Background: an optimization exercise with open tools, aiming at small area, a short achievable clock period and few clock cycles per item. Do not read the settings as production practice.
In this exercise RTL edits were held to simulation tests only and were not proved equivalent to the original.
No activity file was given, so power comes from the tool's default toggle rates.

<file path="flow/flow/run.sh">
#!/bin/bash
# The standard layout, with plain buffers (not delay cells) on the ports and
# timing repair aimed below the clock period.
set -euo pipefail
bash standard.sh BUFFER_PORTS_ARGS="-buffer_cell sky130_fd_sc_hd__buf_2" SETUP_SLACK_MARGIN=5.4 finish > flow_make.log 2>&1
</file>
<file path="flow/standard.sh">
#!/bin/bash
# synth_recipe.tcl (not shown) runs the flow's synth.tcl, then flattens the netlist and writes it again
# the make line also repeats each setting of config.mk as NAME=value (left out here)
make -C /OpenROAD-flow-scripts/flow DESIGN_CONFIG=/design/flow/config.mk WORK_HOME=/design/flow/orfs CLKGATE_MAP_FILE= SYNTH_SCRIPT=/design/flow/synth_recipe.tcl "${@:-finish}"
</file>
<file path="flow/constraint.sdc">
create_clock -name core_clock -period 8.5 [get_ports {clk}]
set_input_delay 1.7000 -clock core_clock [delete_from_list [all_inputs] [get_ports {clk}]]
set_output_delay 1.7000 -clock core_clock [all_outputs]
set_load 0.01 [all_outputs]
</file>
<file path="flow/design.v">
package matvec_dims_pkg;
    localparam int MAT_DIM   = 3;
    localparam int MAT_WORDS = MAT_DIM * MAT_DIM;
    localparam int JOB_WORDS = MAT_WORDS + MAT_DIM;    
    localparam int SAMPLE_W = 14;
    localparam int ACC_W    = 2 * SAMPLE_W;            
    typedef logic signed [SAMPLE_W-1:0] sample_t;
    typedef logic signed [ACC_W-1:0] acc_t;
    typedef logic [3:0] w_addr_t;                      
    typedef logic [1:0] x_addr_t;                      
    typedef logic [3:0] load_count_t;
endpackage
package matvec_ctrl_pkg;
    typedef enum logic [1:0] {
        LOAD    = 2'd0,
        ISSUE   = 2'd1,
        DRAIN   = 2'd2,
        PRESENT = 2'd3
    } seq_state_t;
    localparam int READ_LATENCY = 1;
endpackage
`timescale 1ns/1ps
module mac_unit (
    input  logic [13:0] a,        
    input  logic [6:0]  one,      
    input  logic [6:0]  two,      
    input  logic [6:0]  neg,      
    input  logic [27:0] acc_s,    
    input  logic [27:0] acc_c,
    output logic [27:0] s,        
    output logic [27:0] c
);
    logic pp0_0;
    logic pp0_1;
    logic pp0_2;
    logic pp0_3;
    logic pp0_4;
    logic pp0_5;
    logic pp0_6;
    logic pp0_7;
    logic pp0_8;
    logic pp0_9;
    logic pp0_10;
    logic pp0_11;
    logic pp0_12;
    logic pp0_13;
    logic pp0_14;
    logic pp1_0;
    logic pp1_1;
    logic pp1_2;
    logic pp1_3;
    logic pp1_4;
    logic pp1_5;
    logic pp1_6;
    logic pp1_7;
    logic pp1_8;
    logic pp1_9;
    logic pp1_10;
    logic pp1_11;
    logic pp1_12;
    logic pp1_13;
    logic pp1_14;
    logic pp2_0;
    logic pp2_1;
    logic pp2_2;
    logic pp2_3;
    logic pp2_4;
    logic pp2_5;
    logic pp2_6;
    logic pp2_7;
    logic pp2_8;
    logic pp2_9;
    logic pp2_10;
    logic pp2_11;
    logic pp2_12;
    logic pp2_13;
    logic pp2_14;
    logic pp3_0;
    logic pp3_1;
    logic pp3_2;
    logic pp3_3;
    logic pp3_4;
    logic pp3_5;
    logic pp3_6;
    logic pp3_7;
    logic pp3_8;
    logic pp3_9;
    logic pp3_10;
    logic pp3_11;
    logic pp3_12;
    logic pp3_13;
    logic pp3_14;
    logic pp4_0;
    logic pp4_1;
    logic pp4_2;
    logic pp4_3;
    logic pp4_4;
    logic pp4_5;
    logic pp4_6;
    logic pp4_7;
    logic pp4_8;
    logic pp4_9;
    logic pp4_10;
    logic pp4_11;
    logic pp4_12;
    logic pp4_13;
    logic pp4_14;
    logic pp5_0;
    logic pp5_1;
    logic pp5_2;
    logic pp5_3;
    logic pp5_4;
    logic pp5_5;
    logic pp5_6;
    logic pp5_7;
    logic pp5_8;
    logic pp5_9;
    logic pp5_10;
    logic pp5_11;
    logic pp5_12;
    logic pp5_13;
    logic pp5_14;
    logic pp6_0;
    logic pp6_1;
    logic pp6_2;
    logic pp6_3;
    logic pp6_4;
    logic pp6_5;
    logic pp6_6;
    logic pp6_7;
    logic pp6_8;
    logic pp6_9;
    logic pp6_10;
    logic pp6_11;
    logic pp6_12;
    logic pp6_13;
    logic pp6_14;
    logic hs0;
    logic hc0;
    logic hs1;
    logic hc1;
    logic fs2;
    logic fc2;
    logic hs3;
    logic hc3;
    logic hs4;
    logic hc4;
    logic hs5;
    logic hc5;
    logic fs6;
    logic fc6;
    logic hs7;
    logic hc7;
    logic fs8;
    logic fc8;
    logic hs9;
    logic hc9;
    logic fs10;
    logic fc10;
    logic fs11;
    logic fc11;
    logic hs12;
    logic hc12;
    logic fs13;
    logic fc13;
    logic fs14;
    logic fc14;
    logic hs15;
    logic hc15;
    logic fs16;
    logic fc16;
    logic fs17;
    logic fc17;
    logic fs18;
    logic fc18;
    logic fs19;
    logic fc19;
    logic fs20;
    logic fc20;
    logic fs21;
    logic fc21;
    logic fs22;
    logic fc22;
    logic fs23;
    logic fc23;
    logic fs24;
    logic fc24;
    logic fs25;
    logic fc25;
    logic fs26;
    logic fc26;
    logic fs27;
    logic fc27;
    logic fs28;
    logic fc28;
    logic fs29;
    logic fc29;
    logic fs30;
    logic fc30;
    logic fs31;
    logic fc31;
    logic fs32;
    logic fc32;
    logic hs33;
    logic hc33;
    logic fs34;
    logic fc34;
    logic fs35;
    logic fc35;
    logic fs36;
    logic fc36;
    logic hs37;
    logic hc37;
    logic fs38;
    logic fc38;
    logic hs39;
    logic hc39;
    logic hs40;
    logic hc40;
    logic hs41;
    logic hc41;
    logic fs42;
    logic fc42;
    logic hs43;
    logic hc43;
    logic fs44;
    logic fc44;
    logic hs45;
    logic hc45;
    logic fs46;
    logic fc46;
    logic fs47;
    logic fc47;
    logic fs48;
    logic fc48;
    logic fs49;
    logic fc49;
    logic fs50;
    logic fc50;
    logic fs51;
    logic fc51;
    logic fs52;
    logic fc52;
    logic fs53;
    logic fc53;
    logic fs54;
    logic fc54;
    logic fs55;
    logic fc55;
    logic fs56;
    logic fc56;
    logic fs57;
    logic fc57;
    logic fs58;
    logic fc58;
    logic fs59;
    logic fc59;
    logic fs60;
    logic fc60;
    logic fs61;
    logic fc61;
    logic fs62;
    logic fc62;
    logic fs63;
    logic fc63;
    logic fs64;
    logic fc64;
    logic fs65;
    logic fc65;
    logic fs66;
    logic fc66;
    logic fs67;
    logic fc67;
    logic fs68;
    logic fc68;
    logic fs69;
    logic fc69;
    logic fs70;
    logic fc70;
    logic fs71;
    logic fc71;
    logic fs72;
    logic fc72;
    logic fs73;
    logic fc73;
    logic fs74;
    logic fc74;
    logic fs75;
    logic fc75;
    logic fs76;
    logic fc76;
    logic fs77;
    logic fc77;
    logic fs78;
    logic fc78;
    logic fs79;
    logic fc79;
    logic fs80;
    logic fc80;
    logic hs81;
    logic hc81;
    logic fs82;
    logic fc82;
    logic hs83;
    logic hc83;
    logic hs84;
    logic hc84;
    logic hs85;
    logic hc85;
    logic fs86;
    logic fc86;
    logic fs87;
    logic fc87;
    logic fs88;
    logic fc88;
    logic fs89;
    logic fc89;
    logic fs90;
    logic fc90;
    logic fs91;
    logic fc91;
    logic fs92;
    logic fc92;
    logic fs93;
    logic fc93;
    logic fs94;
    logic fc94;
    logic fs95;
    logic fc95;
    logic fs96;
    logic fc96;
    logic fs97;
    logic fc97;
    logic fs98;
    logic fc98;
    logic fs99;
    logic fc99;
    logic fs100;
    logic fc100;
    logic fs101;
    logic fc101;
    logic fs102;
    logic fc102;
    logic fs103;
    logic fc103;
    logic fs104;
    logic fc104;
    logic fs105;
    logic fc105;
    logic fs106;
    logic fc106;
    logic fs107;
    logic fc107;
    logic fs108;
    logic fc108;
    logic fs109;
    logic fc109;
    logic fs110;
    logic fc110;
    logic hs111;
    logic hc111;
    logic hs112;
    logic hc112;
    logic fs113;
    logic fc113;
    logic fs114;
    logic fc114;
    logic fs115;
    logic fc115;
    logic fs116;
    logic fc116;
    logic fs117;
    logic fc117;
    logic fs118;
    logic fc118;
    logic fs119;
    logic fc119;
    logic fs120;
    logic fc120;
    logic fs121;
    logic fc121;
    logic fs122;
    logic fc122;
    logic fs123;
    logic fc123;
    logic fs124;
    logic fc124;
    logic fs125;
    logic fc125;
    logic fs126;
    logic fc126;
    logic fs127;
    logic fc127;
    logic fs128;
    logic fc128;
    logic fs129;
    logic fc129;
    logic fs130;
    logic fc130;
    logic fs131;
    logic fc131;
    logic fs132;
    logic fc132;
    logic fs133;
    logic fc133;
    logic fs134;
    logic fc134;
    logic fs135;
    logic fc135;
    logic fs136;
    logic fc136;
    logic fs137;
    logic fc137;
    logic fs138;
    logic fc138;
    logic fs139;
    logic fc139;
    assign pp0_0 = neg[0] ^ ((one[0] & a[0]) | (two[0] & 1'b0));
    assign pp0_1 = neg[0] ^ ((one[0] & a[1]) | (two[0] & a[0]));
    assign pp0_2 = neg[0] ^ ((one[0] & a[2]) | (two[0] & a[1]));
    assign pp0_3 = neg[0] ^ ((one[0] & a[3]) | (two[0] & a[2]));
    assign pp0_4 = neg[0] ^ ((one[0] & a[4]) | (two[0] & a[3]));
    assign pp0_5 = neg[0] ^ ((one[0] & a[5]) | (two[0] & a[4]));
    assign pp0_6 = neg[0] ^ ((one[0] & a[6]) | (two[0] & a[5]));
    assign pp0_7 = neg[0] ^ ((one[0] & a[7]) | (two[0] & a[6]));
    assign pp0_8 = neg[0] ^ ((one[0] & a[8]) | (two[0] & a[7]));
    assign pp0_9 = neg[0] ^ ((one[0] & a[9]) | (two[0] & a[8]));
    assign pp0_10 = neg[0] ^ ((one[0] & a[10]) | (two[0] & a[9]));
    assign pp0_11 = neg[0] ^ ((one[0] & a[11]) | (two[0] & a[10]));
    assign pp0_12 = neg[0] ^ ((one[0] & a[12]) | (two[0] & a[11]));
    assign pp0_13 = neg[0] ^ ((one[0] & a[13]) | (two[0] & a[12]));
    assign pp0_14 = ~(neg[0] ^ ((one[0] & a[13]) | (two[0] & a[13])));    
    assign pp1_0 = neg[1] ^ ((one[1] & a[0]) | (two[1] & 1'b0));
    assign pp1_1 = neg[1] ^ ((one[1] & a[1]) | (two[1] & a[0]));
    assign pp1_2 = neg[1] ^ ((one[1] & a[2]) | (two[1] & a[1]));
    assign pp1_3 = neg[1] ^ ((one[1] & a[3]) | (two[1] & a[2]));
    assign pp1_4 = neg[1] ^ ((one[1] & a[4]) | (two[1] & a[3]));
    assign pp1_5 = neg[1] ^ ((one[1] & a[5]) | (two[1] & a[4]));
    assign pp1_6 = neg[1] ^ ((one[1] & a[6]) | (two[1] & a[5]));
    assign pp1_7 = neg[1] ^ ((one[1] & a[7]) | (two[1] & a[6]));
    assign pp1_8 = neg[1] ^ ((one[1] & a[8]) | (two[1] & a[7]));
    assign pp1_9 = neg[1] ^ ((one[1] & a[9]) | (two[1] & a[8]));
    assign pp1_10 = neg[1] ^ ((one[1] & a[10]) | (two[1] & a[9]));
    assign pp1_11 = neg[1] ^ ((one[1] & a[11]) | (two[1] & a[10]));
    assign pp1_12 = neg[1] ^ ((one[1] & a[12]) | (two[1] & a[11]));
    assign pp1_13 = neg[1] ^ ((one[1] & a[13]) | (two[1] & a[12]));
    assign pp1_14 = ~(neg[1] ^ ((one[1] & a[13]) | (two[1] & a[13])));    
    assign pp2_0 = neg[2] ^ ((one[2] & a[0]) | (two[2] & 1'b0));
    assign pp2_1 = neg[2] ^ ((one[2] & a[1]) | (two[2] & a[0]));
    assign pp2_2 = neg[2] ^ ((one[2] & a[2]) | (two[2] & a[1]));
    assign pp2_3 = neg[2] ^ ((one[2] & a[3]) | (two[2] & a[2]));
    assign pp2_4 = neg[2] ^ ((one[2] & a[4]) | (two[2] & a[3]));
    assign pp2_5 = neg[2] ^ ((one[2] & a[5]) | (two[2] & a[4]));
    assign pp2_6 = neg[2] ^ ((one[2] & a[6]) | (two[2] & a[5]));
    assign pp2_7 = neg[2] ^ ((one[2] & a[7]) | (two[2] & a[6]));
    assign pp2_8 = neg[2] ^ ((one[2] & a[8]) | (two[2] & a[7]));
    assign pp2_9 = neg[2] ^ ((one[2] & a[9]) | (two[2] & a[8]));
    assign pp2_10 = neg[2] ^ ((one[2] & a[10]) | (two[2] & a[9]));
    assign pp2_11 = neg[2] ^ ((one[2] & a[11]) | (two[2] & a[10]));
    assign pp2_12 = neg[2] ^ ((one[2] & a[12]) | (two[2] & a[11]));
    assign pp2_13 = neg[2] ^ ((one[2] & a[13]) | (two[2] & a[12]));
    assign pp2_14 = ~(neg[2] ^ ((one[2] & a[13]) | (two[2] & a[13])));    
    assign pp3_0 = neg[3] ^ ((one[3] & a[0]) | (two[3] & 1'b0));
    assign pp3_1 = neg[3] ^ ((one[3] & a[1]) | (two[3] & a[0]));
    assign pp3_2 = neg[3] ^ ((one[3] & a[2]) | (two[3] & a[1]));
    assign pp3_3 = neg[3] ^ ((one[3] & a[3]) | (two[3] & a[2]));
    assign pp3_4 = neg[3] ^ ((one[3] & a[4]) | (two[3] & a[3]));
    assign pp3_5 = neg[3] ^ ((one[3] & a[5]) | (two[3] & a[4]));
    assign pp3_6 = neg[3] ^ ((one[3] & a[6]) | (two[3] & a[5]));
    assign pp3_7 = neg[3] ^ ((one[3] & a[7]) | (two[3] & a[6]));
    assign pp3_8 = neg[3] ^ ((one[3] & a[8]) | (two[3] & a[7]));
    assign pp3_9 = neg[3] ^ ((one[3] & a[9]) | (two[3] & a[8]));
    assign pp3_10 = neg[3] ^ ((one[3] & a[10]) | (two[3] & a[9]));
    assign pp3_11 = neg[3] ^ ((one[3] & a[11]) | (two[3] & a[10]));
    assign pp3_12 = neg[3] ^ ((one[3] & a[12]) | (two[3] & a[11]));
    assign pp3_13 = neg[3] ^ ((one[3] & a[13]) | (two[3] & a[12]));
    assign pp3_14 = ~(neg[3] ^ ((one[3] & a[13]) | (two[3] & a[13])));    
    assign pp4_0 = neg[4] ^ ((one[4] & a[0]) | (two[4] & 1'b0));
    assign pp4_1 = neg[4] ^ ((one[4] & a[1]) | (two[4] & a[0]));
    assign pp4_2 = neg[4] ^ ((one[4] & a[2]) | (two[4] & a[1]));
    assign pp4_3 = neg[4] ^ ((one[4] & a[3]) | (two[4] & a[2]));
    assign pp4_4 = neg[4] ^ ((one[4] & a[4]) | (two[4] & a[3]));
    assign pp4_5 = neg[4] ^ ((one[4] & a[5]) | (two[4] & a[4]));
    assign pp4_6 = neg[4] ^ ((one[4] & a[6]) | (two[4] & a[5]));
    assign pp4_7 = neg[4] ^ ((one[4] & a[7]) | (two[4] & a[6]));
    assign pp4_8 = neg[4] ^ ((one[4] & a[8]) | (two[4] & a[7]));
    assign pp4_9 = neg[4] ^ ((one[4] & a[9]) | (two[4] & a[8]));
    assign pp4_10 = neg[4] ^ ((one[4] & a[10]) | (two[4] & a[9]));
    assign pp4_11 = neg[4] ^ ((one[4] & a[11]) | (two[4] & a[10]));
    assign pp4_12 = neg[4] ^ ((one[4] & a[12]) | (two[4] & a[11]));
    assign pp4_13 = neg[4] ^ ((one[4] & a[13]) | (two[4] & a[12]));
    assign pp4_14 = ~(neg[4] ^ ((one[4] & a[13]) | (two[4] & a[13])));    
    assign pp5_0 = neg[5] ^ ((one[5] & a[0]) | (two[5] & 1'b0));
    assign pp5_1 = neg[5] ^ ((one[5] & a[1]) | (two[5] & a[0]));
    assign pp5_2 = neg[5] ^ ((one[5] & a[2]) | (two[5] & a[1]));
    assign pp5_3 = neg[5] ^ ((one[5] & a[3]) | (two[5] & a[2]));
    assign pp5_4 = neg[5] ^ ((one[5] & a[4]) | (two[5] & a[3]));
    assign pp5_5 = neg[5] ^ ((one[5] & a[5]) | (two[5] & a[4]));
    assign pp5_6 = neg[5] ^ ((one[5] & a[6]) | (two[5] & a[5]));
    assign pp5_7 = neg[5] ^ ((one[5] & a[7]) | (two[5] & a[6]));
    assign pp5_8 = neg[5] ^ ((one[5] & a[8]) | (two[5] & a[7]));
    assign pp5_9 = neg[5] ^ ((one[5] & a[9]) | (two[5] & a[8]));
    assign pp5_10 = neg[5] ^ ((one[5] & a[10]) | (two[5] & a[9]));
    assign pp5_11 = neg[5] ^ ((one[5] & a[11]) | (two[5] & a[10]));
    assign pp5_12 = neg[5] ^ ((one[5] & a[12]) | (two[5] & a[11]));
    assign pp5_13 = neg[5] ^ ((one[5] & a[13]) | (two[5] & a[12]));
    assign pp5_14 = ~(neg[5] ^ ((one[5] & a[13]) | (two[5] & a[13])));    
    assign pp6_0 = neg[6] ^ ((one[6] & a[0]) | (two[6] & 1'b0));
    assign pp6_1 = neg[6] ^ ((one[6] & a[1]) | (two[6] & a[0]));
    assign pp6_2 = neg[6] ^ ((one[6] & a[2]) | (two[6] & a[1]));
    assign pp6_3 = neg[6] ^ ((one[6] & a[3]) | (two[6] & a[2]));
    assign pp6_4 = neg[6] ^ ((one[6] & a[4]) | (two[6] & a[3]));
    assign pp6_5 = neg[6] ^ ((one[6] & a[5]) | (two[6] & a[4]));
    assign pp6_6 = neg[6] ^ ((one[6] & a[6]) | (two[6] & a[5]));
    assign pp6_7 = neg[6] ^ ((one[6] & a[7]) | (two[6] & a[6]));
    assign pp6_8 = neg[6] ^ ((one[6] & a[8]) | (two[6] & a[7]));
    assign pp6_9 = neg[6] ^ ((one[6] & a[9]) | (two[6] & a[8]));
    assign pp6_10 = neg[6] ^ ((one[6] & a[10]) | (two[6] & a[9]));
    assign pp6_11 = neg[6] ^ ((one[6] & a[11]) | (two[6] & a[10]));
    assign pp6_12 = neg[6] ^ ((one[6] & a[12]) | (two[6] & a[11]));
    assign pp6_13 = neg[6] ^ ((one[6] & a[13]) | (two[6] & a[12]));
    assign pp6_14 = ~(neg[6] ^ ((one[6] & a[13]) | (two[6] & a[13])));    
    assign hs0 = neg[6] ^ acc_c[12];
    assign hc0 = neg[6] & acc_c[12];
    assign hs1 = acc_c[13] ^ acc_s[13];
    assign hc1 = acc_c[13] & acc_s[13];
    assign fs2 = 1'b1 ^ acc_c[14] ^ acc_s[14];
    assign fc2 = (1'b1 & acc_c[14]) | (1'b1 & acc_s[14]) | (acc_c[14] & acc_s[14]);
    assign hs3 = 1'b1 ^ acc_c[15];
    assign hc3 = 1'b1 & acc_c[15];
    assign hs4 = neg[3] ^ acc_c[6];
    assign hc4 = neg[3] & acc_c[6];
    assign hs5 = acc_c[7] ^ acc_s[7];
    assign hc5 = acc_c[7] & acc_s[7];
    assign fs6 = neg[4] ^ acc_c[8] ^ acc_s[8];
    assign fc6 = (neg[4] & acc_c[8]) | (neg[4] & acc_s[8]) | (acc_c[8] & acc_s[8]);
    assign hs7 = pp0_8 ^ pp1_6;
    assign hc7 = pp0_8 & pp1_6;
    assign fs8 = acc_c[9] ^ acc_s[9] ^ pp0_9;
    assign fc8 = (acc_c[9] & acc_s[9]) | (acc_c[9] & pp0_9) | (acc_s[9] & pp0_9);
    assign hs9 = pp1_7 ^ pp2_5;
    assign hc9 = pp1_7 & pp2_5;
    assign fs10 = neg[5] ^ acc_c[10] ^ acc_s[10];
    assign fc10 = (neg[5] & acc_c[10]) | (neg[5] & acc_s[10]) | (acc_c[10] & acc_s[10]);
    assign fs11 = pp0_10 ^ pp1_8 ^ pp2_6;
    assign fc11 = (pp0_10 & pp1_8) | (pp0_10 & pp2_6) | (pp1_8 & pp2_6);
    assign hs12 = pp3_4 ^ pp4_2;
    assign hc12 = pp3_4 & pp4_2;
    assign fs13 = acc_c[11] ^ acc_s[11] ^ pp0_11;
    assign fc13 = (acc_c[11] & acc_s[11]) | (acc_c[11] & pp0_11) | (acc_s[11] & pp0_11);
    assign fs14 = pp1_9 ^ pp2_7 ^ pp3_5;
    assign fc14 = (pp1_9 & pp2_7) | (pp1_9 & pp3_5) | (pp2_7 & pp3_5);
    assign hs15 = pp4_3 ^ pp5_1;
    assign hc15 = pp4_3 & pp5_1;
    assign fs16 = acc_s[12] ^ hs0 ^ pp0_12;
    assign fc16 = (acc_s[12] & hs0) | (acc_s[12] & pp0_12) | (hs0 & pp0_12);
    assign fs17 = pp1_10 ^ pp2_8 ^ pp3_6;
    assign fc17 = (pp1_10 & pp2_8) | (pp1_10 & pp3_6) | (pp2_8 & pp3_6);
    assign fs18 = pp4_4 ^ pp5_2 ^ pp6_0;
    assign fc18 = (pp4_4 & pp5_2) | (pp4_4 & pp6_0) | (pp5_2 & pp6_0);
    assign fs19 = hc0 ^ hs1 ^ pp0_13;
    assign fc19 = (hc0 & hs1) | (hc0 & pp0_13) | (hs1 & pp0_13);
    assign fs20 = pp1_11 ^ pp2_9 ^ pp3_7;
    assign fc20 = (pp1_11 & pp2_9) | (pp1_11 & pp3_7) | (pp2_9 & pp3_7);
    assign fs21 = pp4_5 ^ pp5_3 ^ pp6_1;
    assign fc21 = (pp4_5 & pp5_3) | (pp4_5 & pp6_1) | (pp5_3 & pp6_1);
    assign fs22 = hc1 ^ pp0_14 ^ pp1_12;
    assign fc22 = (hc1 & pp0_14) | (hc1 & pp1_12) | (pp0_14 & pp1_12);
    assign fs23 = pp2_10 ^ pp3_8 ^ pp4_6;
    assign fc23 = (pp2_10 & pp3_8) | (pp2_10 & pp4_6) | (pp3_8 & pp4_6);
    assign fs24 = pp5_4 ^ pp6_2 ^ fs2;
    assign fc24 = (pp5_4 & pp6_2) | (pp5_4 & fs2) | (pp6_2 & fs2);
    assign fs25 = acc_s[15] ^ hs3 ^ pp1_13;
    assign fc25 = (acc_s[15] & hs3) | (acc_s[15] & pp1_13) | (hs3 & pp1_13);
    assign fs26 = pp2_11 ^ pp3_9 ^ pp4_7;
    assign fc26 = (pp2_11 & pp3_9) | (pp2_11 & pp4_7) | (pp3_9 & pp4_7);
    assign fs27 = pp5_5 ^ pp6_3 ^ fc2;
    assign fc27 = (pp5_5 & pp6_3) | (pp5_5 & fc2) | (pp6_3 & fc2);
    assign fs28 = acc_c[16] ^ acc_s[16] ^ hc3;
    assign fc28 = (acc_c[16] & acc_s[16]) | (acc_c[16] & hc3) | (acc_s[16] & hc3);
    assign fs29 = pp1_14 ^ pp2_12 ^ pp3_10;
    assign fc29 = (pp1_14 & pp2_12) | (pp1_14 & pp3_10) | (pp2_12 & pp3_10);
    assign fs30 = pp4_8 ^ pp5_6 ^ pp6_4;
    assign fc30 = (pp4_8 & pp5_6) | (pp4_8 & pp6_4) | (pp5_6 & pp6_4);
    assign fs31 = 1'b1 ^ acc_c[17] ^ acc_s[17];
    assign fc31 = (1'b1 & acc_c[17]) | (1'b1 & acc_s[17]) | (acc_c[17] & acc_s[17]);
    assign fs32 = pp2_13 ^ pp3_11 ^ pp4_9;
    assign fc32 = (pp2_13 & pp3_11) | (pp2_13 & pp4_9) | (pp3_11 & pp4_9);
    assign hs33 = pp5_7 ^ pp6_5;
    assign hc33 = pp5_7 & pp6_5;
    assign fs34 = acc_c[18] ^ acc_s[18] ^ pp2_14;
    assign fc34 = (acc_c[18] & acc_s[18]) | (acc_c[18] & pp2_14) | (acc_s[18] & pp2_14);
    assign fs35 = pp3_12 ^ pp4_10 ^ pp5_8;
    assign fc35 = (pp3_12 & pp4_10) | (pp3_12 & pp5_8) | (pp4_10 & pp5_8);
    assign fs36 = 1'b1 ^ acc_c[19] ^ acc_s[19];
    assign fc36 = (1'b1 & acc_c[19]) | (1'b1 & acc_s[19]) | (acc_c[19] & acc_s[19]);
    assign hs37 = pp3_13 ^ pp4_11;
    assign hc37 = pp3_13 & pp4_11;
    assign fs38 = acc_c[20] ^ acc_s[20] ^ pp3_14;
    assign fc38 = (acc_c[20] & acc_s[20]) | (acc_c[20] & pp3_14) | (acc_s[20] & pp3_14);
    assign hs39 = 1'b1 ^ acc_c[21];
    assign hc39 = 1'b1 & acc_c[21];
    assign hs40 = neg[1] ^ acc_c[2];
    assign hc40 = neg[1] & acc_c[2];
    assign hs41 = acc_c[3] ^ acc_s[3];
    assign hc41 = acc_c[3] & acc_s[3];
    assign fs42 = neg[2] ^ acc_c[4] ^ acc_s[4];
    assign fc42 = (neg[2] & acc_c[4]) | (neg[2] & acc_s[4]) | (acc_c[4] & acc_s[4]);
    assign hs43 = pp0_4 ^ pp1_2;
    assign hc43 = pp0_4 & pp1_2;
    assign fs44 = acc_c[5] ^ acc_s[5] ^ pp0_5;
    assign fc44 = (acc_c[5] & acc_s[5]) | (acc_c[5] & pp0_5) | (acc_s[5] & pp0_5);
    assign hs45 = pp1_3 ^ pp2_1;
    assign hc45 = pp1_3 & pp2_1;
    assign fs46 = acc_s[6] ^ hs4 ^ pp0_6;
    assign fc46 = (acc_s[6] & hs4) | (acc_s[6] & pp0_6) | (hs4 & pp0_6);
    assign fs47 = pp1_4 ^ pp2_2 ^ pp3_0;
    assign fc47 = (pp1_4 & pp2_2) | (pp1_4 & pp3_0) | (pp2_2 & pp3_0);
    assign fs48 = hc4 ^ hs5 ^ pp0_7;
    assign fc48 = (hc4 & hs5) | (hc4 & pp0_7) | (hs5 & pp0_7);
    assign fs49 = pp1_5 ^ pp2_3 ^ pp3_1;
    assign fc49 = (pp1_5 & pp2_3) | (pp1_5 & pp3_1) | (pp2_3 & pp3_1);
    assign fs50 = hc5 ^ pp2_4 ^ pp3_2;
    assign fc50 = (hc5 & pp2_4) | (hc5 & pp3_2) | (pp2_4 & pp3_2);
    assign fs51 = pp4_0 ^ fs6 ^ hs7;
    assign fc51 = (pp4_0 & fs6) | (pp4_0 & hs7) | (fs6 & hs7);
    assign fs52 = pp3_3 ^ pp4_1 ^ fc6;
    assign fc52 = (pp3_3 & pp4_1) | (pp3_3 & fc6) | (pp4_1 & fc6);
    assign fs53 = hc7 ^ hs9 ^ fs8;
    assign fc53 = (hc7 & hs9) | (hc7 & fs8) | (hs9 & fs8);
    assign fs54 = pp5_0 ^ fs10 ^ hc9;
    assign fc54 = (pp5_0 & fs10) | (pp5_0 & hc9) | (fs10 & hc9);
    assign fs55 = hs12 ^ fc8 ^ fs11;
    assign fc55 = (hs12 & fc8) | (hs12 & fs11) | (fc8 & fs11);
    assign fs56 = fc10 ^ hc12 ^ hs15;
    assign fc56 = (fc10 & hc12) | (fc10 & hs15) | (hc12 & hs15);
    assign fs57 = fc11 ^ fs13 ^ fs14;
    assign fc57 = (fc11 & fs13) | (fc11 & fs14) | (fs13 & fs14);
    assign fs58 = hc15 ^ fc13 ^ fc14;
    assign fc58 = (hc15 & fc13) | (hc15 & fc14) | (fc13 & fc14);
    assign fs59 = fs16 ^ fs17 ^ fs18;
    assign fc59 = (fs16 & fs17) | (fs16 & fs18) | (fs17 & fs18);
    assign fs60 = fc16 ^ fc17 ^ fc18;
    assign fc60 = (fc16 & fc17) | (fc16 & fc18) | (fc17 & fc18);
    assign fs61 = fs19 ^ fs20 ^ fs21;
    assign fc61 = (fs19 & fs20) | (fs19 & fs21) | (fs20 & fs21);
    assign fs62 = fc19 ^ fc20 ^ fc21;
    assign fc62 = (fc19 & fc20) | (fc19 & fc21) | (fc20 & fc21);
    assign fs63 = fs22 ^ fs23 ^ fs24;
    assign fc63 = (fs22 & fs23) | (fs22 & fs24) | (fs23 & fs24);
    assign fs64 = fc22 ^ fc23 ^ fs25;
    assign fc64 = (fc22 & fc23) | (fc22 & fs25) | (fc23 & fs25);
    assign fs65 = fs26 ^ fc24 ^ fs27;
    assign fc65 = (fs26 & fc24) | (fs26 & fs27) | (fc24 & fs27);
    assign fs66 = fc25 ^ fc26 ^ fs28;
    assign fc66 = (fc25 & fc26) | (fc25 & fs28) | (fc26 & fs28);
    assign fs67 = fs29 ^ fs30 ^ fc27;
    assign fc67 = (fs29 & fs30) | (fs29 & fc27) | (fs30 & fc27);
    assign fs68 = fs31 ^ hs33 ^ fc28;
    assign fc68 = (fs31 & hs33) | (fs31 & fc28) | (hs33 & fc28);
    assign fs69 = fc29 ^ fc30 ^ fs32;
    assign fc69 = (fc29 & fc30) | (fc29 & fs32) | (fc30 & fs32);
    assign fs70 = pp6_6 ^ fc31 ^ hc33;
    assign fc70 = (pp6_6 & fc31) | (pp6_6 & hc33) | (fc31 & hc33);
    assign fs71 = fc32 ^ fs34 ^ fs35;
    assign fc71 = (fc32 & fs34) | (fc32 & fs35) | (fs34 & fs35);
    assign fs72 = pp5_9 ^ pp6_7 ^ fs36;
    assign fc72 = (pp5_9 & pp6_7) | (pp5_9 & fs36) | (pp6_7 & fs36);
    assign fs73 = hs37 ^ fc34 ^ fc35;
    assign fc73 = (hs37 & fc34) | (hs37 & fc35) | (fc34 & fc35);
    assign fs74 = pp4_12 ^ pp5_10 ^ pp6_8;
    assign fc74 = (pp4_12 & pp5_10) | (pp4_12 & pp6_8) | (pp5_10 & pp6_8);
    assign fs75 = fc36 ^ hc37 ^ fs38;
    assign fc75 = (fc36 & hc37) | (fc36 & fs38) | (hc37 & fs38);
    assign fs76 = acc_s[21] ^ hs39 ^ pp4_13;
    assign fc76 = (acc_s[21] & hs39) | (acc_s[21] & pp4_13) | (hs39 & pp4_13);
    assign fs77 = pp5_11 ^ pp6_9 ^ fc38;
    assign fc77 = (pp5_11 & pp6_9) | (pp5_11 & fc38) | (pp6_9 & fc38);
    assign fs78 = acc_c[22] ^ acc_s[22] ^ hc39;
    assign fc78 = (acc_c[22] & acc_s[22]) | (acc_c[22] & hc39) | (acc_s[22] & hc39);
    assign fs79 = pp4_14 ^ pp5_12 ^ pp6_10;
    assign fc79 = (pp4_14 & pp5_12) | (pp4_14 & pp6_10) | (pp5_12 & pp6_10);
    assign fs80 = 1'b1 ^ acc_c[23] ^ acc_s[23];
    assign fc80 = (1'b1 & acc_c[23]) | (1'b1 & acc_s[23]) | (acc_c[23] & acc_s[23]);
    assign hs81 = pp5_13 ^ pp6_11;
    assign hc81 = pp5_13 & pp6_11;
    assign fs82 = acc_c[24] ^ acc_s[24] ^ pp5_14;
    assign fc82 = (acc_c[24] & acc_s[24]) | (acc_c[24] & pp5_14) | (acc_s[24] & pp5_14);
    assign hs83 = 1'b1 ^ acc_c[25];
    assign hc83 = 1'b1 & acc_c[25];
    assign hs84 = neg[0] ^ acc_c[0];
    assign hc84 = neg[0] & acc_c[0];
    assign hs85 = acc_c[1] ^ acc_s[1];
    assign hc85 = acc_c[1] & acc_s[1];
    assign fs86 = acc_s[2] ^ hs40 ^ pp0_2;
    assign fc86 = (acc_s[2] & hs40) | (acc_s[2] & pp0_2) | (hs40 & pp0_2);
    assign fs87 = hc40 ^ hs41 ^ pp0_3;
    assign fc87 = (hc40 & hs41) | (hc40 & pp0_3) | (hs41 & pp0_3);
    assign fs88 = hc41 ^ pp2_0 ^ fs42;
    assign fc88 = (hc41 & pp2_0) | (hc41 & fs42) | (pp2_0 & fs42);
    assign fs89 = fc42 ^ hc43 ^ hs45;
    assign fc89 = (fc42 & hc43) | (fc42 & hs45) | (hc43 & hs45);
    assign fs90 = hc45 ^ fc44 ^ fs46;
    assign fc90 = (hc45 & fc44) | (hc45 & fs46) | (fc44 & fs46);
    assign fs91 = fc46 ^ fc47 ^ fs48;
    assign fc91 = (fc46 & fc47) | (fc46 & fs48) | (fc47 & fs48);
    assign fs92 = fc48 ^ fc49 ^ fs50;
    assign fc92 = (fc48 & fc49) | (fc48 & fs50) | (fc49 & fs50);
    assign fs93 = fc50 ^ fs52 ^ fc51;
    assign fc93 = (fc50 & fs52) | (fc50 & fc51) | (fs52 & fc51);
    assign fs94 = fc52 ^ fs54 ^ fc53;
    assign fc94 = (fc52 & fs54) | (fc52 & fc53) | (fs54 & fc53);
    assign fs95 = fc54 ^ fs56 ^ fc55;
    assign fc95 = (fc54 & fs56) | (fc54 & fc55) | (fs56 & fc55);
    assign fs96 = fc56 ^ fc57 ^ fs58;
    assign fc96 = (fc56 & fc57) | (fc56 & fs58) | (fc57 & fs58);
    assign fs97 = fc58 ^ fc59 ^ fs60;
    assign fc97 = (fc58 & fc59) | (fc58 & fs60) | (fc59 & fs60);
    assign fs98 = fc60 ^ fc61 ^ fs62;
    assign fc98 = (fc60 & fc61) | (fc60 & fs62) | (fc61 & fs62);
    assign fs99 = fc62 ^ fs64 ^ fc63;
    assign fc99 = (fc62 & fs64) | (fc62 & fc63) | (fs64 & fc63);
    assign fs100 = fc64 ^ fs66 ^ fc65;
    assign fc100 = (fc64 & fs66) | (fc64 & fc65) | (fs66 & fc65);
    assign fs101 = fc66 ^ fs68 ^ fc67;
    assign fc101 = (fc66 & fs68) | (fc66 & fc67) | (fs68 & fc67);
    assign fs102 = fs70 ^ fc68 ^ fc69;
    assign fc102 = (fs70 & fc68) | (fs70 & fc69) | (fc68 & fc69);
    assign fs103 = fc70 ^ fs72 ^ fc71;
    assign fc103 = (fc70 & fs72) | (fc70 & fc71) | (fs72 & fc71);
    assign fs104 = fs74 ^ fc72 ^ fc73;
    assign fc104 = (fs74 & fc72) | (fs74 & fc73) | (fc72 & fc73);
    assign fs105 = fc74 ^ fs76 ^ fc75;
    assign fc105 = (fc74 & fs76) | (fc74 & fc75) | (fs76 & fc75);
    assign fs106 = fc76 ^ fs78 ^ fs79;
    assign fc106 = (fc76 & fs78) | (fc76 & fs79) | (fs78 & fs79);
    assign fs107 = fs80 ^ hs81 ^ fc78;
    assign fc107 = (fs80 & hs81) | (fs80 & fc78) | (hs81 & fc78);
    assign fs108 = pp6_12 ^ fc80 ^ hc81;
    assign fc108 = (pp6_12 & fc80) | (pp6_12 & hc81) | (fc80 & hc81);
    assign fs109 = acc_s[25] ^ hs83 ^ pp6_13;
    assign fc109 = (acc_s[25] & hs83) | (acc_s[25] & pp6_13) | (hs83 & pp6_13);
    assign fs110 = acc_c[26] ^ acc_s[26] ^ hc83;
    assign fc110 = (acc_c[26] & acc_s[26]) | (acc_c[26] & hc83) | (acc_s[26] & hc83);
    assign hs111 = 1'b1 ^ acc_c[27];
    assign hc111 = 1'b1 & acc_c[27];
    assign hs112 = acc_s[0] ^ hs84;
    assign hc112 = acc_s[0] & hs84;
    assign fs113 = hc84 ^ hs85 ^ pp0_1;
    assign fc113 = (hc84 & hs85) | (hc84 & pp0_1) | (hs85 & pp0_1);
    assign fs114 = hc85 ^ pp1_0 ^ fs86;
    assign fc114 = (hc85 & pp1_0) | (hc85 & fs86) | (pp1_0 & fs86);
    assign fs115 = pp1_1 ^ fc86 ^ fs87;
    assign fc115 = (pp1_1 & fc86) | (pp1_1 & fs87) | (fc86 & fs87);
    assign fs116 = hs43 ^ fc87 ^ fs88;
    assign fc116 = (hs43 & fc87) | (hs43 & fs88) | (fc87 & fs88);
    assign fs117 = fs44 ^ fc88 ^ fs89;
    assign fc117 = (fs44 & fc88) | (fs44 & fs89) | (fc88 & fs89);
    assign fs118 = fs47 ^ fc89 ^ fs90;
    assign fc118 = (fs47 & fc89) | (fs47 & fs90) | (fc89 & fs90);
    assign fs119 = fs49 ^ fc90 ^ fs91;
    assign fc119 = (fs49 & fc90) | (fs49 & fs91) | (fc90 & fs91);
    assign fs120 = fs51 ^ fc91 ^ fs92;
    assign fc120 = (fs51 & fc91) | (fs51 & fs92) | (fc91 & fs92);
    assign fs121 = fc92 ^ fs53 ^ fs93;
    assign fc121 = (fc92 & fs53) | (fc92 & fs93) | (fs53 & fs93);
    assign fs122 = fs55 ^ fc93 ^ fs94;
    assign fc122 = (fs55 & fc93) | (fs55 & fs94) | (fc93 & fs94);
    assign fs123 = fs57 ^ fc94 ^ fs95;
    assign fc123 = (fs57 & fc94) | (fs57 & fs95) | (fc94 & fs95);
    assign fs124 = fs59 ^ fc95 ^ fs96;
    assign fc124 = (fs59 & fc95) | (fs59 & fs96) | (fc95 & fs96);
    assign fs125 = fs61 ^ fc96 ^ fs97;
    assign fc125 = (fs61 & fc96) | (fs61 & fs97) | (fc96 & fs97);
    assign fs126 = fs63 ^ fc97 ^ fs98;
    assign fc126 = (fs63 & fc97) | (fs63 & fs98) | (fc97 & fs98);
    assign fs127 = fs65 ^ fc98 ^ fs99;
    assign fc127 = (fs65 & fc98) | (fs65 & fs99) | (fc98 & fs99);
    assign fs128 = fs67 ^ fc99 ^ fs100;
    assign fc128 = (fs67 & fc99) | (fs67 & fs100) | (fc99 & fs100);
    assign fs129 = fs69 ^ fc100 ^ fs101;
    assign fc129 = (fs69 & fc100) | (fs69 & fs101) | (fc100 & fs101);
    assign fs130 = fs71 ^ fc101 ^ fs102;
    assign fc130 = (fs71 & fc101) | (fs71 & fs102) | (fc101 & fs102);
    assign fs131 = fs73 ^ fc102 ^ fs103;
    assign fc131 = (fs73 & fc102) | (fs73 & fs103) | (fc102 & fs103);
    assign fs132 = fs75 ^ fc103 ^ fs104;
    assign fc132 = (fs75 & fc103) | (fs75 & fs104) | (fc103 & fs104);
    assign fs133 = fs77 ^ fc104 ^ fs105;
    assign fc133 = (fs77 & fc104) | (fs77 & fs105) | (fc104 & fs105);
    assign fs134 = fc77 ^ fs106 ^ fc105;
    assign fc134 = (fc77 & fs106) | (fc77 & fc105) | (fs106 & fc105);
    assign fs135 = fc79 ^ fs107 ^ fc106;
    assign fc135 = (fc79 & fs107) | (fc79 & fc106) | (fs107 & fc106);
    assign fs136 = fs82 ^ fs108 ^ fc107;
    assign fc136 = (fs82 & fs108) | (fs82 & fc107) | (fs108 & fc107);
    assign fs137 = fc82 ^ fs109 ^ fc108;
    assign fc137 = (fc82 & fs109) | (fc82 & fc108) | (fs109 & fc108);
    assign fs138 = pp6_14 ^ fc109 ^ fs110;
    assign fc138 = (pp6_14 & fc109) | (pp6_14 & fs110) | (fc109 & fs110);
    assign fs139 = acc_s[27] ^ hs111 ^ fc110;
    assign fc139 = (acc_s[27] & hs111) | (acc_s[27] & fc110) | (hs111 & fc110);
    assign s[0] = pp0_0;
    assign c[0] = hs112;
    assign s[1] = hc112;
    assign c[1] = fs113;
    assign s[2] = fc113;
    assign c[2] = fs114;
    assign s[3] = fc114;
    assign c[3] = fs115;
    assign s[4] = fc115;
    assign c[4] = fs116;
    assign s[5] = fc116;
    assign c[5] = fs117;
    assign s[6] = fc117;
    assign c[6] = fs118;
    assign s[7] = fc118;
    assign c[7] = fs119;
    assign s[8] = fc119;
    assign c[8] = fs120;
    assign s[9] = fc120;
    assign c[9] = fs121;
    assign s[10] = fc121;
    assign c[10] = fs122;
    assign s[11] = fc122;
    assign c[11] = fs123;
    assign s[12] = fc123;
    assign c[12] = fs124;
    assign s[13] = fc124;
    assign c[13] = fs125;
    assign s[14] = fc125;
    assign c[14] = fs126;
    assign s[15] = fc126;
    assign c[15] = fs127;
    assign s[16] = fs128;
    assign c[16] = fc127;
    assign s[17] = fc128;
    assign c[17] = fs129;
    assign s[18] = fs130;
    assign c[18] = fc129;
    assign s[19] = fc130;
    assign c[19] = fs131;
    assign s[20] = fc131;
    assign c[20] = fs132;
    assign s[21] = fc132;
    assign c[21] = fs133;
    assign s[22] = fc133;
    assign c[22] = fs134;
    assign s[23] = fs135;
    assign c[23] = fc134;
    assign s[24] = fs136;
    assign c[24] = fc135;
    assign s[25] = fs137;
    assign c[25] = fc136;
    assign s[26] = fs138;
    assign c[26] = fc137;
    assign s[27] = fc138;
    assign c[27] = fs139;
endmodule
`timescale 1ns/1ps
module matvec3 (
    input  logic                     clk,
    input  logic                     reset,
    input  logic                     input_valid,
    output logic                     input_ready,
    input  matvec_dims_pkg::sample_t input_data,
    output logic                     output_valid,
    input  logic                     output_ready,
    output matvec_dims_pkg::acc_t    output_data
);
    typedef matvec_dims_pkg::sample_t sample_t;
    typedef matvec_dims_pkg::acc_t    acc_t;
    logic [3:0]  ph;
    sample_t     ring [0:11];
    logic [3:0]  lp;             
    logic        ahead;          
    logic [1:0]  cr, ck;         
    logic [3:0]  cp;             
    logic        due;            
    logic [2:0]  xv;             
    logic        ready_q;
    logic [6:0]  one_q, two_q, neg_q;    
    logic        m_v, m_first, m_last;
    acc_t        acc_s, acc_c;   
    acc_t        sum_s, sum_c;
    logic        acc_done;       
    acc_t        out_q;
    logic        out_v;
    logic        in_fire;
    logic        issue;
    logic        transfer;
    assign input_ready  = ready_q;
    assign output_valid = out_v;
    assign output_data  = out_q;
    assign in_fire  = input_valid && ready_q;
    assign transfer = acc_done && !out_v;
    assign issue = due && xv[ck] && ((ck != 2'd0) || !out_v);
    logic [3:0] ph_n;
    logic [1:0] cr_i, ck_i;
    logic [3:0] cp_i;
    logic       last_p;          
    logic [3:0] lp_inc;
    logic       due_i, due_ni;
    logic       rdy_f_i, rdy_f_ni, rdy_nf_i, rdy_nf_ni;
    function automatic logic slot_free(input logic ahd, input logic [3:0] w, input logic [3:0] c);
        if (!ahd)
            slot_free = 1'b1;
        else if (w < 4'd9)
            slot_free = (c > w);
        else
            slot_free = (c > w - 4'd3);
    endfunction
    always_comb begin
        ph_n   = (ph == 4'd11) ? 4'd0 : ph + 4'd1;
        last_p = (cp == 4'd8);
        cp_i   = last_p ? 4'd0 : cp + 4'd1;
        ck_i   = (ck == 2'd2) ? 2'd0 : ck + 2'd1;
        cr_i   = (ck != 2'd2) ? cr : ((cr == 2'd2) ? 2'd0 : cr + 2'd1);
        due_i  = !last_p;
        due_ni = (ph == ((cp >= 4'd3) ? cp - 4'd3 : cp + 4'd9));
        lp_inc = (lp == 4'd11) ? 4'd0 : lp + 4'd1;
        rdy_f_i   = slot_free((lp == 4'd11) ? 1'b1 : (last_p ? 1'b0 : ahead), lp_inc, cp_i);
        rdy_f_ni  = slot_free((lp == 4'd11) ? 1'b1 : ahead, lp_inc, cp);
        rdy_nf_i  = (ph_n == lp) && slot_free(last_p ? 1'b0 : ahead, lp, cp_i);
        rdy_nf_ni = (ph_n == lp) && slot_free(ahead, lp, cp);
    end
    always_ff @(posedge clk) begin
        if (reset) begin
            ph       <= 4'd0;
            lp       <= '0;
            ahead    <= 1'b0;
            cr       <= '0;
            ck       <= '0;
            cp       <= '0;
            due      <= 1'b0;
            xv       <= '0;
            ready_q  <= 1'b1;
            m_v      <= 1'b0;
            acc_done <= 1'b0;
            out_v    <= 1'b0;
        end else begin
            ph <= ph_n;
            if (in_fire) begin
                lp <= lp_inc;
                ready_q <= issue ? rdy_f_i : rdy_f_ni;
            end else begin
                ready_q <= issue ? rdy_nf_i : rdy_nf_ni;
            end
            if (in_fire && lp == 4'd11)
                ahead <= 1'b1;
            else if (issue && last_p)
                ahead <= 1'b0;
            if (issue) begin
                cr <= cr_i;
                ck <= ck_i;
                cp <= cp_i;
            end
            due <= issue ? due_i : due_ni;
            for (int k = 0; k < 3; k++) begin
                if (in_fire && ph == 4'(9 + k))
                    xv[k] <= 1'b1;
                else if (issue && cr == 2'd2 && ck == 2'(k))
                    xv[k] <= 1'b0;
            end
            m_v <= issue;
            if (m_v && m_last)
                acc_done <= 1'b1;
            else if (transfer)
                acc_done <= 1'b0;
            if (transfer)
                out_v <= 1'b1;
            else if (output_ready)
                out_v <= 1'b0;
        end
    end
    sample_t    x_op;
    logic [6:0] x_lo;            
    always_comb begin
        case (cr)
            2'd0:    x_op = ring[0];
            2'd1:    x_op = ring[3];
            default: x_op = ring[6];
        endcase
    end
    assign x_lo = {x_op[11], x_op[9], x_op[7], x_op[5], x_op[3], x_op[1], 1'b0};
    always_ff @(posedge clk) begin
        ring[0] <= in_fire ? input_data : ring[11];
        for (int i = 1; i < 12; i++)
            ring[i] <= ring[i-1];
        for (int i = 0; i < 7; i++) begin
            one_q[i] <= issue && (x_op[2*i] ^ x_lo[i]);
            two_q[i] <= issue && ((x_op[2*i+1] && !x_op[2*i] && !x_lo[i]) ||
                                  (!x_op[2*i+1] && x_op[2*i] && x_lo[i]));
            neg_q[i] <= issue && x_op[2*i+1];
        end
        m_first <= issue && (ck == 2'd0);
        m_last  <= issue && (ck == 2'd2);
        acc_s <= sum_s;
        acc_c <= sum_c;
        if (transfer)
            out_q <= acc_s + acc_c;
    end
    mac_unit mac_unit_i (
        .a     (ring[10]),
        .one   (one_q),
        .two   (two_q),
        .neg   (neg_q),
        .acc_s (m_first ? acc_t'(0) : acc_s),
        .acc_c (m_first ? acc_t'(0) : acc_c),
        .s     (sum_s),
        .c     (sum_c)
    );
endmodule
</file>
<file path="flow/config.mk">
export PLATFORM = sky130hd
export DESIGN_NAME = matvec3
export DESIGN_NICKNAME = matvec3
export VERILOG_FILES = /design/flow/design.v
export SDC_FILE = /design/flow/constraint.sdc
export NUM_CORES = 4
export LEC_CHECK = 0
export CAP_MARGIN = 20
export CORE_MARGIN = 2
export CORE_UTILIZATION = 40
export CTS_BUF_LIST = sky130_fd_sc_hd__clkbuf_8
export CTS_CLUSTER_DIAMETER = 50
export CTS_CLUSTER_SIZE = 16
export SETUP_SLACK_MARGIN = 5
export SLEW_MARGIN = 20
</file>
==> results of run 1 <==
==> cell families (layout without fill, tap and decap cells) <==
logic type | after synthesis | in the layout | share of synthesized area
fa+ha+maj | 201 | 201 | 0.225
simple gates | 249 | 249 | 0.0831
flops | 300 | 300 | 0.419
compound gates | 260 | 260 | 0.117
xor+xnor | 143 | 143 | 0.0835
mux | 31 | 31 | 0.0227
buf+inv | 200 | 247 | 0.0504
==> power by group through the flow <==
stage	clock network (mW)	logic [mW]	registers [mW]
2_1_floorplan	0	0.628	1.74
3_3_place_gp	0	0.736	1.81
3_5_place_dp	0	0.764	1.81
4_1_cts	0.998	0.769	1.78
5_1_grt	1.05	0.899	1.80
6_report	0.958	0.760	1.78
==> layer usage <==
metal,track usage,up-vias
met3,0.0249,57
met4,0.0451,0
li1,-,4661
met5,0,-
met2,0.251,185
met1,0.227,4521
==> path summary, 6_finish.rpt <==
path	startpoint	endpoint	slack, ns	cells after the start
setup / recovery	m_first$_DFF_P_	acc_c[15]$_DFF_P_	5.50	10
hold / removal	ring[9][9]$_DFF_P_	ring[10][9]$_DFF_P_	0.32	0
setup reg to reg	m_first$_DFF_P_	acc_c[15]$_DFF_P_	5.50	10
hold reg to reg	ring[9][9]$_DFF_P_	ring[10][9]$_DFF_P_	0.32	0
==> stage by stage <==
stage          total power [mW]  hold WS, ns  worst slack, ns  instances
2_1_floorplan              2.37        0.310             5.39       1384
3_3_place_gp               2.54        0.310             5.12       1840
3_5_place_dp               2.58        0.312             5.07       1840
4_1_cts                    3.55        0.324             5.40       1892
5_1_grt                    3.75        0.317             5.35       1899
6_report                   3.50        0.315             5.50       1899
==> layout make-up <==
type                            count  area share
Clock buffer                       32      0.0266
Clock inverter                     19      0.0134
Inverter                          136      0.0310
Multi-Input combinational cell    884       0.486
Sequential cell                   300       0.385
Tap cell                          468      0.0353
Timing Repair Buffer               60      0.0224
==> worst max-delay path, cell delays in order, from the launching register on <==
cell,delay (ns)
dfxtp_4,0.36
buf_12,0.15
nand2b_1,0.15
ha_1,0.27
inv_1,0.06
fa_1,0.49
inv_1,0.06
fa_1,0.37
fa_1,0.48
inv_1,0.05
fa_1,0.42
==> what timing repair did <==
action,CTS,global route
buffers inserted,0,7
resized for setup,44,34
cloned,1,0
hold buffers,0,0
setup endpoints to repair,22,17
==> state kept, by name, indices dropped and copies added, names as in the netlist, 2 cells and up <==
signal and flops:
ring 168, acc_c 28, acc_s 28, out_q 28
neg_q 7, one_q 7, two_q 7, cp 4
lp 4, ph 4, xv 3, ck 2
cr 2
==> placed cells by master (no fill, tap or decap), drive strengths merged, types with 3 or more instances in the layout <==
cell type  synthesis  routed
dfxtp            272     272
inv              136     143
fa               114     114
a22oi             93      93
xnor2             91      91
ha                85      85
nor2              78      78
a21oi             68      68
buf                8      59
xor2              52      52
nand2             44      44
nor2b             44      44
o21ai             36      36
clkbuf            56      32
nand2b            30      30
edfxtp            28      28
mux2i             16      16
nor3              15      15
mux2              14      14
a21o              13      13
nand3             12      12
o21a              12      12
clkinv             0      10
a31oi              7       7
nand3b             6       6
and2               6       6
a41oi              4       4
nand4              3       3
o2111ai            3       3
nor3b              3       3
a221oi             3       3
a31o               3       3
==> impl_metrics.tcl, run 1 <==
set metrics [dict create \
    outcome "timing/DRC/antenna clean" \
    rows 70 \
    p_leak_nw 6.92 \
    min_period_ns 3.00 \
    grt-ovfl-total 0 \
    worst_hold_path_type "reg -> reg" \
    synth_area_leader_cell "dfxtp_1" \
    die-area_sq_um 39100 \
    hold_viol_final 0 \
    fillCellCount 3500 \
    synth_flop_cell "dfxtp_1" \
    drive_above_1_share 0.138 \
    hpwl_mm 22.3 \
    antenna_found_initial 0 \
    synth_warnings 3 \
    async_flop_share 0 \
    grt_start_max_net_pins 38 \
    cts_sinks 300 \
    wl_mm 30.4 \
    avgSynthCellArea_sq_um 10.8 \
    p_switching_mw 1.09 \
    numCtsBuffers 31 \
    critPathRequiredTime_ns 8.96 \
    io_buffers 47 \
    clockRootBuffer "clkbuf_8" \
    combPwrFrac 0.217 \
    cts_buffer_depth 3 \
    p_seq_frac 0.509 \
    synth.net_count 1601 \
    postLayoutCellArea_sq_um 16600 \
    setup_viol 0 \
    multi_input_area_sq_um 8050 \
    grt_usage 0.159 \
    finalSetupTns_ns 0 \
    worst_pin_slew_ns 1.01 \
    initial_core_util 0.408 \
    wl_met1_mm 15.2 \
    fin_util 0.450 \
    maxSlewHeadroom 0.324 \
    drcViolationCount 0 \
    coreArea_sq_um 36800 \
    max_clock_freq_mhz 333 \
    ys_ff_latch 300 \
    period_share 0.353 \
    met2_length_mm 13.4 \
    worstSkewPairLatency_ns 0.59 \
    slew_violations 0 \
    h-tree-depth 1 \
    regArea_sq_um 6380 \
    synth.top_cells.by_count "dfxtp_1 (272), inv_1 (135), fa_1 (114)" \
    skew_ns 0.0235 \
    wl_per_cell_microns 16.0 \
    ant_nets 0 \
    gp_congestion 0.864 \
    via_count 9424 \
    dpl-instance-area_sq_um 15600 \
    fin_nets 1630 \
    firstDrtPassIters 5 \
    diodes 0 \
    arrival_ns 3.47 \
    vias_per_cell 4.96 \
    yosysMostFrequentCell "dfxtp_1" \
    endpoint_kind "flop" \
    p_int_mw 2.41 \
    rsz0062_at_grt "true" \
    dieWidth_microns 198 \
    synth-edff-count 28 \
    ys_types 64 \
    synth_seq_area_share 0.419 \
    netlist_area_sq_um 15000 \
    crit_type "reg -> reg" \
    path_clk_slew_ns 0.10 \
    synth_top_area_frac 0.363 \
    critPathLaunchType "flop" \
    die_h_microns 198 \
    routed.top_layer "met4" \
    met3_length_mm 1.17 \
    cts_tree "done" \
    syn_inst 1384 \
    clkPwrFrac 0.274 \
    synth.area.top_cells "dfxtp_1 (36%), fa_1 (15%), ha_1 (7.1%)" \
    path_max_fanout 28 \
    drt_iter0_drc 462 \
    p_sw_frac 0.312 \
    io_pins 48 \
    drv_cap 0 \
    vdd_drop_max_mv 0.113 \
    grt_pass1_wl_mm 50.2 \
    first_global_vias 9659 \
    power.density_nw_per_um2 211 \
    area_growth_pct 10.4 \
]
Testbench counts, summed over its fixed seeds: cycles 4,688, jobs 384.
==> inputs of run 2 (changes only) <==
--- a/flow/config.mk
+++ b/flow/config.mk
@@ -8,5 +8,5 @@
 export CAP_MARGIN = 20
 export CORE_MARGIN = 2
-export CORE_UTILIZATION = 40
+export CORE_UTILIZATION = 70
 export CTS_BUF_LIST = sky130_fd_sc_hd__clkbuf_8
 export CTS_CLUSTER_DIAMETER = 50
==> run 2 against run 1 <==
Compared with the run above:
- non-clock buffer count shrank 2
- power shrank 3.8%
- synthesized area is the same
- critical endpoint is now acc_s[16]$_DFF_P_
- largest cell class unchanged
==> impl_metrics.tcl, run 2 <==
set metrics [dict create \
    outcome "timing/DRC/antenna clean" \
    fillCellCount 1441 \
    io_buffers 47 \
    numCtsBuffers 26 \
    wl_per_cell_microns 17.6 \
    endpoint_kind "flop" \
    synth-edff-count 28 \
    worst_pin_slew_ns 0.909 \
    grt_pass1_wl_mm 48.6 \
    crit_family "adder cells" \
    gp_congestion 0.941 \
    diodes 0 \
    hold_depth 0 \
    worst_hold_path_type "reg -> reg" \
    hold_viol_final 0 \
    synth_seq_area_share 0.419 \
    critPathRequiredTime_ns 8.96 \
    finalSetupTns_ns 0 \
    hold_start "ring[9][3]$_DFF_P_" \
    cts_tree "done" \
    p_leak_nw 6.82 \
    drcViolationCount 0 \
    max_clock_freq_mhz 329 \
    fin_util 0.765 \
    worst-path-buf-inv 2 \
    cp_cell_sequence "a22oi_1 -> xnor2_1 -> fa_1 -> fa_1 -> inv_1 -> fa_1 -> inv_1 -> fa_1" \
    die_h_microns 150 \
    grt-ovfl-total 0 \
    final_cell_mix "dfxtp_1 (232), inv_1 (135), fa_1 (111), a22oi_1 (92), xnor2_1 (90)" \
    setup_viol 0 \
    avgSynthCellArea_sq_um 10.8 \
    min_period_ns 3.04 \
    ys_ff_latch 300 \
    max_stage_delay_ns 0.56 \
    io_pins 48 \
    synth_top_area_frac 0.363 \
    synth.area.top_cells "dfxtp_1 (36%), fa_1 (15%), ha_1 (7.1%)" \
    use_met1 0.389 \
    cts_buffer_depth 3 \
    die-area_sq_um 22600 \
    synth_flop_cell "dfxtp_1" \
    hpwl_mm 21.2 \
    period_share 0.357 \
    area_growth_pct 7.26 \
    use_met2 0.435 \
    setup_ws_ns 5.46 \
    ys_types 64 \
    maxSlewHeadroom 0.392 \
    worstHoldEndpoint "ring[10][3]$_DFF_P_" \
    slew_violations 0 \
    coreArea_sq_um 21000 \
    worstSkewPairLatency_ns 0.58 \
    firstDrtPassIters 5 \
    arrival_ns 3.50 \
    syn_inst 1384 \
    grt_use_met3 0.0473 \
    drv_cap 0 \
    via_count 9640 \
    vias_per_cell 5.70 \
    final_common_cell "dfxtp_1" \
    critPathLaunchType "flop" \
    critPathLaunch "ring[10][7]$_DFF_P_" \
    synth_area_leader_cell "dfxtp_1" \
    antenna_found_initial 0 \
    r2r-end "acc_s[16]$_DFF_P_" \
    path_clk_slew_ns 0.09 \
    cp_num_cells 8 \
    r2r_slack_ns 5.46 \
    grt_usage 0.271 \
    fin_nets 1623 \
    holdBufCountCts 0 \
    whs_ns 0.327 \
    netlist_area_sq_um 15000 \
    rsz0062_at_grt "true" \
    first_global_vias 9573 \
    ant_nets 0 \
    synth_warnings 3 \
    skew_ns 0.0226 \
    initial_core_util 0.714 \
    path_max_fanout 15 \
    synth.net_count 1601 \
    reg2reg_depth 8 \
    power.density_nw_per_um2 209 \
    rows 53 \
    largest_register "ring" \
    clockRootBuffer "clkbuf_8" \
    dieWidth_microns 150 \
    h-tree-depth 1 \
    drive_above_1_share 0.129 \
    grt_start_max_net_pins 39 \
    r2r-start "ring[10][7]$_DFF_P_" \
    crit_type "reg -> reg" \
    pre_cts_ws_ns 5.14 \
    cp_slowest_cell "dfxtp_2" \
    vdd_drop_max_mv 0.210 \
    largest_reg_flops 168 \
    synth.top_cells.by_count "dfxtp_1 (272), inv_1 (135), fa_1 (114)" \
    cts_sinks 300 \
    drt_iter0_drc 627 \
    async_flop_share 0 \
    wl_mm 29.7 \
    cp_common_cell "fa_1" \
    grt.busiest_layer "met2" \
    yosysMostFrequentCell "dfxtp_1" \
]
[run 2: worst max-delay path by stage]
stage                               to
global route         acc_c[14]$_DFF_P_
detailed placement   acc_s[16]$_DFF_P_
CTS                 ready_q$_SDFF_PP1_
floorplan            acc_s[16]$_DFF_P_
finish               acc_s[16]$_DFF_P_
global placement     acc_c[13]$_DFF_P_
[run 2: per-stage QoR]
step                      power (mW)  cell area, sq um  cells
final                           3.37             16100   1692
after CTS                       3.38             16000   1687
after detailed placement        2.58             15400   1647
after floorplan                 2.37             15000   1384
after global routing            3.58             16100   1692
after global placement          2.53             15400   1647
[run 2: cells by family (layout without fill, tap and decap cells)]
group,after synthesis,after routing,share of synthesized area
multiplexers,31,31,0.0227
AO/OA/AOI/OAI,260,260,0.117
AND/OR/NAND/NOR,249,249,0.0831
XOR/XNOR,143,143,0.0835
flip-flops,300,300,0.419
buffers and inverters,200,233,0.0504
adder cells (fa/ha/maj),201,201,0.225
[run 2: cell type report]
class,instances,area [sq um],share of cell area
Inverter,136,514,0.0320
Multi-Input combinational cell,884,8010,0.498
Clock buffer,26,358,0.0222
Timing Repair Buffer,58,355,0.0221
Clock inverter,13,129,0.00801
Tap cell,275,344,0.0214
Sequential cell,300,6380,0.396
[run 2: worst reg2reg max path, stage by stage (launching register included)]
cell and delay [ns]:
dfxtp_2 0.56, a22oi_1 0.19, xnor2_1 0.17, fa_1 0.43, fa_1 0.54, inv_1 0.07
fa_1 0.50, inv_1 0.05, fa_1 0.42
[run 2: routing by layer]
metal  up-vias  wire, microns
li1       4650              -
met1      4612          13700
met2       338          13600
met3        40           2010
met4         0            398
met5         -              0
[run 2: report_power, final]
part | switching (mW) | internal, mW
registers | 0.135 | 1.65
clock network | 0.477 | 0.328
logic | 0.433 | 0.344
[run 2: timing repair]
item	in CTS	in global routing
setup buffers	0	5
setup endpoints to repair	24	18
cloned	1	0
resized for setup	39	35
pin swaps	0	2
==> inputs of run 3 (changes only) <==
--- a/flow/config.mk
+++ b/flow/config.mk
@@ -8,5 +8,5 @@
 export CAP_MARGIN = 20
 export CORE_MARGIN = 2
-export CORE_UTILIZATION = 70
+export CORE_UTILIZATION = 60
 export CTS_BUF_LIST = sky130_fd_sc_hd__clkbuf_8
 export CTS_CLUSTER_DIAMETER = 50
==> run 3 against run 2 <==
Compared with the run above:
- still clean on timing, DRC and antenna
- utilization shrank 10 points
- register-to-register slack about the same
- maximum frequency is 0.45% higher
- sequential share of layout area is 0.49 points lower
- die area increased by 16%
- design area up 1.2%
==> impl_metrics.tcl, run 3 <==
set metrics [dict create \
    outcome "timing/DRC/antenna clean" \
    worstSkewPairLatency_ns 0.61 \
    dpl-instance-area_sq_um 15400 \
    whs_ns 0.317 \
    slew_violations 0 \
    clockRootBuffer "clkbuf_8" \
    grt_usage 0.232 \
    grt_pass1_wl_mm 48.8 \
    synth_warnings 3 \
    r2r_slack_ns 5.48 \
    synthMuxAreaShare 0.0227 \
    avgSynthCellArea_sq_um 10.8 \
    path_max_fanout 14 \
    skew_ns 0.0253 \
    synth_flop_cell "dfxtp_1" \
    total_power_mw 3.42 \
    yosysMostFrequentCell "dfxtp_1" \
    drcViolationCount 0 \
    synth.top_cells.by_count "dfxtp_1 (272), inv_1 (135), fa_1 (114)" \
    drt_iter0_drc 777 \
    setup_ws_ns 5.48 \
    io_buffers 47 \
    p_int_mw 2.34 \
    vdd_drop_max_mv 0.185 \
    synth_top_area_frac 0.363 \
    path_clk_slew_ns 0.09 \
    initial_core_util 0.613 \
    p_seq_frac 0.521 \
    coreArea_sq_um 24500 \
    hold_viol_final 0 \
    synth.net_count 1601 \
    pre_cts_ws_ns 5.11 \
    crit_type "reg -> reg" \
    cp_common_cell "fa_1" \
    critPathRequiredTime_ns 8.99 \
    ys_ff_latch 300 \
    drive_above_1_share 0.134 \
    finalSetupTns_ns 0 \
    endpoint_kind "flop" \
    worst_hold_path_type "reg -> reg" \
    ys_types 64 \
    clkPwrFrac 0.255 \
    gp_congestion 0.919 \
    worst_pin_slew_ns 0.974 \
    p_sw_frac 0.315 \
    largest_register "ring" \
    min_period_ns 3.02 \
    critPathLaunchType "flop" \
    firstDrtPassIters 7 \
    p_switching_mw 1.08 \
    first_global_vias 9264 \
    ant_nets 0 \
    async_flop_share 0 \
    maxSlewHeadroom 0.349 \
    numCtsBuffers 29 \
    h-tree-depth 1 \
    synth_area_leader_cell "dfxtp_1" \
    syn_inst 1384 \
    synth_top_family_by_area "adder cells" \
    grt-ovfl-total 0 \
    die_h_microns 162 \
    cts_sinks 300 \
    setup_viol 0 \
    synthAdderAreaFrac 0.225 \
    netlist_area_sq_um 15000 \
    fin_util 0.666 \
    arrival_ns 3.52 \
    final_cell_mix "dfxtp_1 (232), inv_1 (134), fa_1 (114), a22oi_1 (93), xnor2_1 (90)" \
    synth_xor_area_frac 0.0835 \
    holdBufCountCts 0 \
    antenna_found_initial 0 \
    wl_mm 29.4 \
    fin_nets 1632 \
    power.density_nw_per_um2 210 \
    dieWidth_microns 162 \
    final_cell_count_no_fill 1752 \
    hpwl_mm 21.1 \
    cts_buffer_depth 3 \
    cts_tree "done" \
    synth-compound-area-share 0.117 \
    synth.area.top_cells "dfxtp_1 (36%), fa_1 (15%), ha_1 (7.1%)" \
    wl_per_cell_microns 16.8 \
    drv_cap 0 \
    cp_cell_sequence "buf_12 -> clkbuf_16 -> nand2b_1 -> fa_1 -> inv_1 -> fa_1 -> inv_1 -> fa_1 -> inv_1 -> fa_1" \
    largest_reg_flops 168 \
    dpl.cell_count 1696 \
    final_common_cell "dfxtp_1" \
    combPwrFrac 0.224 \
    die-area_sq_um 26300 \
    grt_start_max_net_pins 39 \
    synth-simple-area-share 0.0831 \
    rsz0062_at_grt "true" \
    max_clock_freq_mhz 331 \
    via_count 9410 \
    synth_seq_area_share 0.419 \
    postLayoutCellArea_sq_um 16300 \
    rows 57 \
    diodes 0 \
    p_leak_nw 6.88 \
    cp_slowest_cell "fa_1" \
    synth-edff-count 28 \
    period_share 0.356 \
    max_stage_delay_ns 0.56 \
    vias_per_cell 5.37 \
    io_pins 48 \
    area_growth_pct 8.52 \
]
[run 3: timing repair]
action	4_1_cts	5_1_grt
setup buffers	0	10
endpoints found under the setup margin	23	16
cloned	1	1
pin swaps	0	1
resized for setup	42	26
[run 3: power by group through the flow]
stage / registers [mW] / logic, mW / clock network [mW]
final: 1.78 / 0.768 / 0.873
after global routing: 1.81 / 0.906 / 0.958
after CTS: 1.78 / 0.774 / 0.901
after detailed placement: 1.81 / 0.769 / 0
after global placement: 1.81 / 0.734 / 0
after floorplan: 1.74 / 0.628 / 0
[run 3: final timing paths]
kind,from,endpoint,depth (start not counted)
hold / removal,ring[9][4]$_DFF_P_,ring[10][4]$_DFF_P_,0
setup reg to reg,m_first$_DFF_P_,acc_c[15]$_DFF_P_,10
hold reg to reg,ring[9][4]$_DFF_P_,ring[10][4]$_DFF_P_,0
setup / recovery,m_first$_DFF_P_,acc_c[15]$_DFF_P_,10
[run 3: kinds of logic after synthesis]
group           count (synthesis)
fa+ha+maj                     201
flops                         300
xor+xnor                      143
buf+inv                       200
simple gates                  249
mux                            31
compound gates                260
[run 3: cell type report]
| cell class | count | area [sq um] |
|---|---|---|
| Sequential cell | 300 | 6370 |
| Fill cell | 1921 | 8180 |
| Clock buffer | 29 | 399 |
| Multi-Input combinational cell | 884 | 8000 |
| Timing Repair Buffer | 64 | 430 |
| Clock inverter | 15 | 159 |
| Inverter | 136 | 514 |
| Tap cell | 324 | 405 |
[run 3: worst max-delay path: cells and delay by family (launching register included)]
family	cells	cell delay, ns
buffers and inverters	5	0.44
and+or+nand+nor	1	0.18
DFF	1	0.37
adders and majority gates	4	1.93
[run 3: per-layer routing]
layer  up-vias  track usage  routed length [microns]
met5         -            0                        0
met2       250        0.362                    13000
met4         0       0.0467                      305
li1       4665            -                        -
met3        29       0.0283                     1500
met1      4466        0.351                    14600

## separate check: timing with driven ports
In the flow no input, the clock included, has a driving cell. The finished layouts below were timed again as built, in two steps. Step 1 assumes that a clkbuf_16 drives the clock port and a buf_2 every other input. Step 2 moves the port delays by t, midway between the first and last clock arrival at a register: inputs arrive t later, outputs are due t later. That takes back most of the time a late clock gives input paths. Three values: no drivers, after step 1, after step 2; two values: the first two.
run	t, ns	slack for setup (ns)	worst setup path after step 2	latest minus earliest clock arrival (ns)
run 1	0.631	5.496 / 5.496 / 5.124	input to register	0.025 / 0.025
run 2	0.616	5.463 / 5.463 / 5.220	input to register	0.023 / 0.022
run 3	0.641	5.477 / 5.477 / 5.170	input to register	0.030 / 0.030
After both steps every run listed still meets setup and hold. The setup slack of run 1, which loses most, moves by 0.000 ns with the drivers and by -0.372 ns with both steps.
